Source: an optimization exercise on an open RTL-to-GDS flow (aim: small area, a short achievable clock period and few clock cycles per item). Production flows keep margins and buffers that such runs may drop. In this exercise RTL edits were held to simulation tests only and were not proved equivalent to the original.

// gaussian_rbf_kernel_core
module gaussian_rbf_kernel_core (
    input  wire logic                          clk,
    input  wire logic                          rst_n,
    input  wire logic                          pair_valid,
    output logic                               pair_ready,
    input  wire logic [gbk_pkg::COORD_W-1:0]   pair_coord_a,
    input  wire logic [gbk_pkg::COORD_W-1:0]   pair_coord_b,
    input  wire logic                          pair_last,
    output logic                               result_valid,
    input  wire logic                          result_ready,
    output logic      [gbk_pkg::KERNEL_W-1:0]  result_kernel_value,
    output logic      [gbk_pkg::DIST_W-1:0]    result_sq_distance,
    input  wire logic                          cfg_valid,
    output logic                               cfg_ready,
    input  wire logic [gbk_pkg::INV_W-1:0]     cfg_inv_bandwidth
);
clock: 11.0 ns
lec_check: 0
cap_margin: 20
core_margin: 2
core_utilization: 40
slew_margin: 20
synth_hierarchical: 1
synth_memory_max_bits: 16384
run.sh (not shown) runs the stock make flow with config.mk's settings and CLKGATE_MAP_FILE= SYNTH_SCRIPT=/design/flow/synth_recipe.tcl, a recipe that flattens the netlist after the stock synthesis.
The first run completed without violations.
Testbench counts at the start, summed over its fixed seeds: cycles 7,937, items 512.
==> next run, changes <==
==> flow/flow/run.sh (new file) <==
#!/bin/bash
set -euo pipefail
bash standard.sh SETUP_SLACK_MARGIN=6 finish > standard_flow.log 2>&1
==> flow/standard.sh (new file) <==
#!/bin/bash
# synth_recipe.tcl (not shown) runs the flow's synth.tcl, then flattens the netlist and writes it again
# the make line also repeats each setting of config.mk as NAME=value (left out here)
make -C /OpenROAD-flow-scripts/flow DESIGN_CONFIG=/design/flow/config.mk WORK_HOME=/design/flow/orfs CLKGATE_MAP_FILE= SYNTH_SCRIPT=/design/flow/synth_recipe.tcl "${@:-finish}"
removed: flow/run.sh
After rerunning:
- The changed run ran to the end with no violations
- via count goes up by 2.1%
- register-to-register slack gains 1.1 ns
- worst setup slack gets better by 1.1 ns
- first-iteration DRC count goes up by 3.0%
- synthesized cell count stays the same
- routed wire length rises by 4.1%
==> next run, changes <==
==> flow/flow/run.sh (replaced) <==
#!/bin/bash
set -euo pipefail
bash standard.sh SETUP_SLACK_MARGIN=7 finish > standard_flow.log 2>&1
=> Area after synthesis is unchanged. Cell count is higher by a few percent. Hold slack gets worse by 0.0067 ns. Via count is higher by a few percent. Routed wire length is higher by a few percent. Die area is unchanged.


gaussian_rbf_kernel_core, a different RTL version from the one above (not shown whole).
Size in the first run: ~5,000 cells after synthesis, ~350 flip-flops, roughly 43,000 um2 of cells after synthesis.
==> flow/design.v (excerpt) <==
module gaussian_rbf_kernel_core (
    input  wire logic                          clk,
    input  wire logic                          rst_n,
    input  wire logic                          pair_valid,
    output logic                               pair_ready,
    input  wire logic [gbk_pkg::COORD_W-1:0]   pair_coord_a,
    input  wire logic [gbk_pkg::COORD_W-1:0]   pair_coord_b,
    input  wire logic                          pair_last,
    output logic                               result_valid,
    input  wire logic                          result_ready,
    output logic      [gbk_pkg::KERNEL_W-1:0]  result_kernel_value,
    output logic      [gbk_pkg::DIST_W-1:0]    result_sq_distance,
    input  wire logic                          cfg_valid,
    output logic                               cfg_ready,
    input  wire logic [gbk_pkg::INV_W-1:0]     cfg_inv_bandwidth
);
Settings: LEC_CHECK=0, CAP_MARGIN=20, CORE_MARGIN=2, CORE_UTILIZATION=40, SLEW_MARGIN=20, SYNTH_HIERARCHICAL=1, SYNTH_MEMORY_MAX_BITS=16384; clock period 11.0 ns.
standard.sh (not shown) runs the stock make flow with config.mk's settings and CLKGATE_MAP_FILE= SYNTH_SCRIPT=/design/flow/synth_recipe.tcl, a recipe that flattens the netlist after the stock synthesis.
==> flow/flow/run.sh <==
#!/bin/bash
set -euo pipefail
bash standard.sh SETUP_SLACK_MARGIN=6 finish > standard_flow.log 2>&1
Testbench counts at the start, summed over its fixed seeds: cycles 7,772, items 512.
Rerun with:
==> flow/flow/run.sh (replaced) <==
#!/bin/bash
set -euo pipefail
bash standard.sh SETUP_SLACK_MARGIN=5.7 finish > standard_flow.log 2>&1
Global-route usage decreases by 1.7 points; area after synthesis is unchanged; count of clock-buffer cells in the layout decreases by 3; via count decreases by 1.2%.


gaussian_rbf_kernel_core, a different RTL version from the one above (not shown whole).
For scale: roughly 120 I/O pins, roughly 0.042 mm^2 of cells after synthesis.
// gaussian_rbf_kernel_core
module gaussian_rbf_kernel_core (
    input  wire logic                          clk,
    input  wire logic                          rst_n,
    input  wire logic                          pair_valid,
    output logic                               pair_ready,
    input  wire logic [gbk_pkg::COORD_W-1:0]   pair_coord_a,
    input  wire logic [gbk_pkg::COORD_W-1:0]   pair_coord_b,
    input  wire logic                          pair_last,
    output logic                               result_valid,
    input  wire logic                          result_ready,
    output logic      [gbk_pkg::KERNEL_W-1:0]  result_kernel_value,
    output logic      [gbk_pkg::DIST_W-1:0]    result_sq_distance,
    input  wire logic                          cfg_valid,
    output logic                               cfg_ready,
    input  wire logic [gbk_pkg::INV_W-1:0]     cfg_inv_bandwidth
);
clock: 11.0 ns
lec_check: 0
cap_margin: 20
core_margin: 2
core_utilization: 40
slew_margin: 20
synth_hierarchical: 1
synth_memory_max_bits: 16384
==> flow/flow/run.sh <==
#!/bin/bash
set -euo pipefail
bash standard.sh SETUP_SLACK_MARGIN=6 finish > standard_flow.log 2>&1
Testbench counts at the start, summed over its fixed seeds: cycles 7,772, items 512.
Next try:
==> flow/flow/run.sh (replaced) <==
#!/bin/bash
set -euo pipefail
bash standard.sh SETUP_SLACK_MARGIN=5.65 finish > standard_flow.log 2>&1
After rerunning:
- The new run went through all stages and came out clean
- routed wire length fell by about 1.1%
- die area does not change
- count of clock-buffer cells in the layout rose by 3
- sequential share of layout area rose by 0.58 points
- final area fell by about 2.8%
- hold slack loses 0.0047 ns
Next try:
==> flow/flow/run.sh (replaced) <==
#!/bin/bash
set -euo pipefail
bash standard.sh SETUP_SLACK_MARGIN=6 finish > standard_flow.log 2>&1
Settings changed: CTS_CLUSTER_SIZE set to 30.
Hold slack improves by 0.0047 ns; via count came out higher by 1.8%; non-clock buffer count went up by 59; synthesized cell count is unchanged; final cell count increases by about 1%.


alpha:
Another version of the RTL of gaussian_rbf_kernel_core (not shown whole).
Size in the first run: about 5,100 cells after synthesis, ~450 flip-flops, about 47,000 um2 of cells after synthesis.
## gaussian_rbf_kernel_core
module gaussian_rbf_kernel_core (
    input  wire logic                          clk,
    input  wire logic                          rst_n,
    input  wire logic                          pair_valid,
    output logic                               pair_ready,
    input  wire logic [gbk_pkg::COORD_W-1:0]   pair_coord_a,
    input  wire logic [gbk_pkg::COORD_W-1:0]   pair_coord_b,
    input  wire logic                          pair_last,
    output logic                               result_valid,
    input  wire logic                          result_ready,
    output logic      [gbk_pkg::KERNEL_W-1:0]  result_kernel_value,
    output logic      [gbk_pkg::DIST_W-1:0]    result_sq_distance,
    input  wire logic                          cfg_valid,
    output logic                               cfg_ready,
    input  wire logic [gbk_pkg::INV_W-1:0]     cfg_inv_bandwidth
);
make LEC_CHECK=0 CAP_MARGIN=20 CORE_MARGIN=2 CORE_UTILIZATION=40 SETUP_SLACK_MARGIN=5 SLEW_MARGIN=20 SYNTH_HIERARCHICAL=1 SYNTH_MEMORY_MAX_BITS=16384 finish   # period 11.0 ns
run.sh (not shown) runs the stock make flow with config.mk's settings and CLKGATE_MAP_FILE= SYNTH_SCRIPT=/design/flow/synth_recipe.tcl, a recipe that flattens the netlist after the stock synthesis.
Stock flow here: none of the scripts above is used.
alpha completed end to end with timing, DRC and antenna clean.
Testbench counts of alpha, summed over its fixed seeds: cycles 7,937, items 512.
Relative to alpha, the following input files were edited for beta:
Settings: clearing SETUP_SLACK_MARGIN, which used to be 5.
Findings:
- alpha → beta: routed length on met3 now smaller.
- Going from alpha to beta, number of resized instances in the post-cts repair step fell by 1; share of the cycle needed by the critical path after routing went up; register-to-register slack went down.


cedar:
Another version of the RTL of gaussian_rbf_kernel_core (not shown whole).
clock: 11.0 ns
lec_check: 0
cap_margin: 20
core_margin: 2
core_utilization: 40
slew_margin: 20
cedar: it failed with a tool error in 1_2_yosys, so there are no final results.
Testbench counts of cedar, summed over its fixed seeds: cycles 8,135, items 512.
What pine does differently from cedar at the input level:
Settings: setting SYNTH_MEMORY_MAX_BITS to 16384 for the first time.
Results
The flow ran to completion for all of cedar and pine but cedar, which stopped partway.

==> static timing again, ports no longer ideal <==
The flow's constraints put no driver on any port. The routed layouts listed below were extracted and timed again, unchanged, in two steps.
Step 1 (the two cells are an assumption about what drives the block):
set clk [get_ports {clk}]
set_driving_cell -lib_cell sky130_fd_sc_hd__clkbuf_16 $clk
set_driving_cell -lib_cell sky130_fd_sc_hd__buf_2 [delete_from_list [all_inputs] $clk]
Step 2 moves the port delays by t, midway between the first and last clock arrival at a register: inputs arrive t later, outputs are due t later. That takes back most of the time a late clock gives input paths.
Slacks: no drivers / after step 1 / after step 2; pairs: no drivers / after step 1.
run	t (ns)	slack for setup (ns)	worst setup path at the end	clock arrival spread, ns	pins driven straight from the clock port
the first run of note 1	0.709	4.858 / 4.858 / 4.858	register to register	0.027 / 0.028	1
the second run of note 1	0.725	5.921 / 5.921 / 5.921	register to register	0.024 / 0.024	1
the third run of note 1	0.712	5.936 / 5.936 / 5.936	register to register	0.036 / 0.036	1
the first run of note 2	0.690	5.813 / 5.813 / 5.813	register to register	0.032 / 0.032	1
the second run of note 2	0.674	5.322 / 5.322 / 5.322	register to register	0.040 / 0.039	1
the first run of note 3	0.700	5.696 / 5.696 / 5.696	register to register	0.029 / 0.029	1
the second run of note 3	0.686	5.648 / 5.648 / 5.648	register to register	0.044 / 0.044	1
the third run of note 3	0.700	5.696 / 5.696 / 5.696	register to register	0.029 / 0.029	1
alpha	0.690	5.213 / 5.213 / 5.213	register to register	0.042 / 0.042	1
beta	0.692	4.834 / 4.834 / 4.834	register to register	0.038 / 0.038	1
pine	0.673	1.714 / 1.714 / 1.714	register to register	0.034 / 0.034	1
After both steps setup and hold are still met in every run listed.
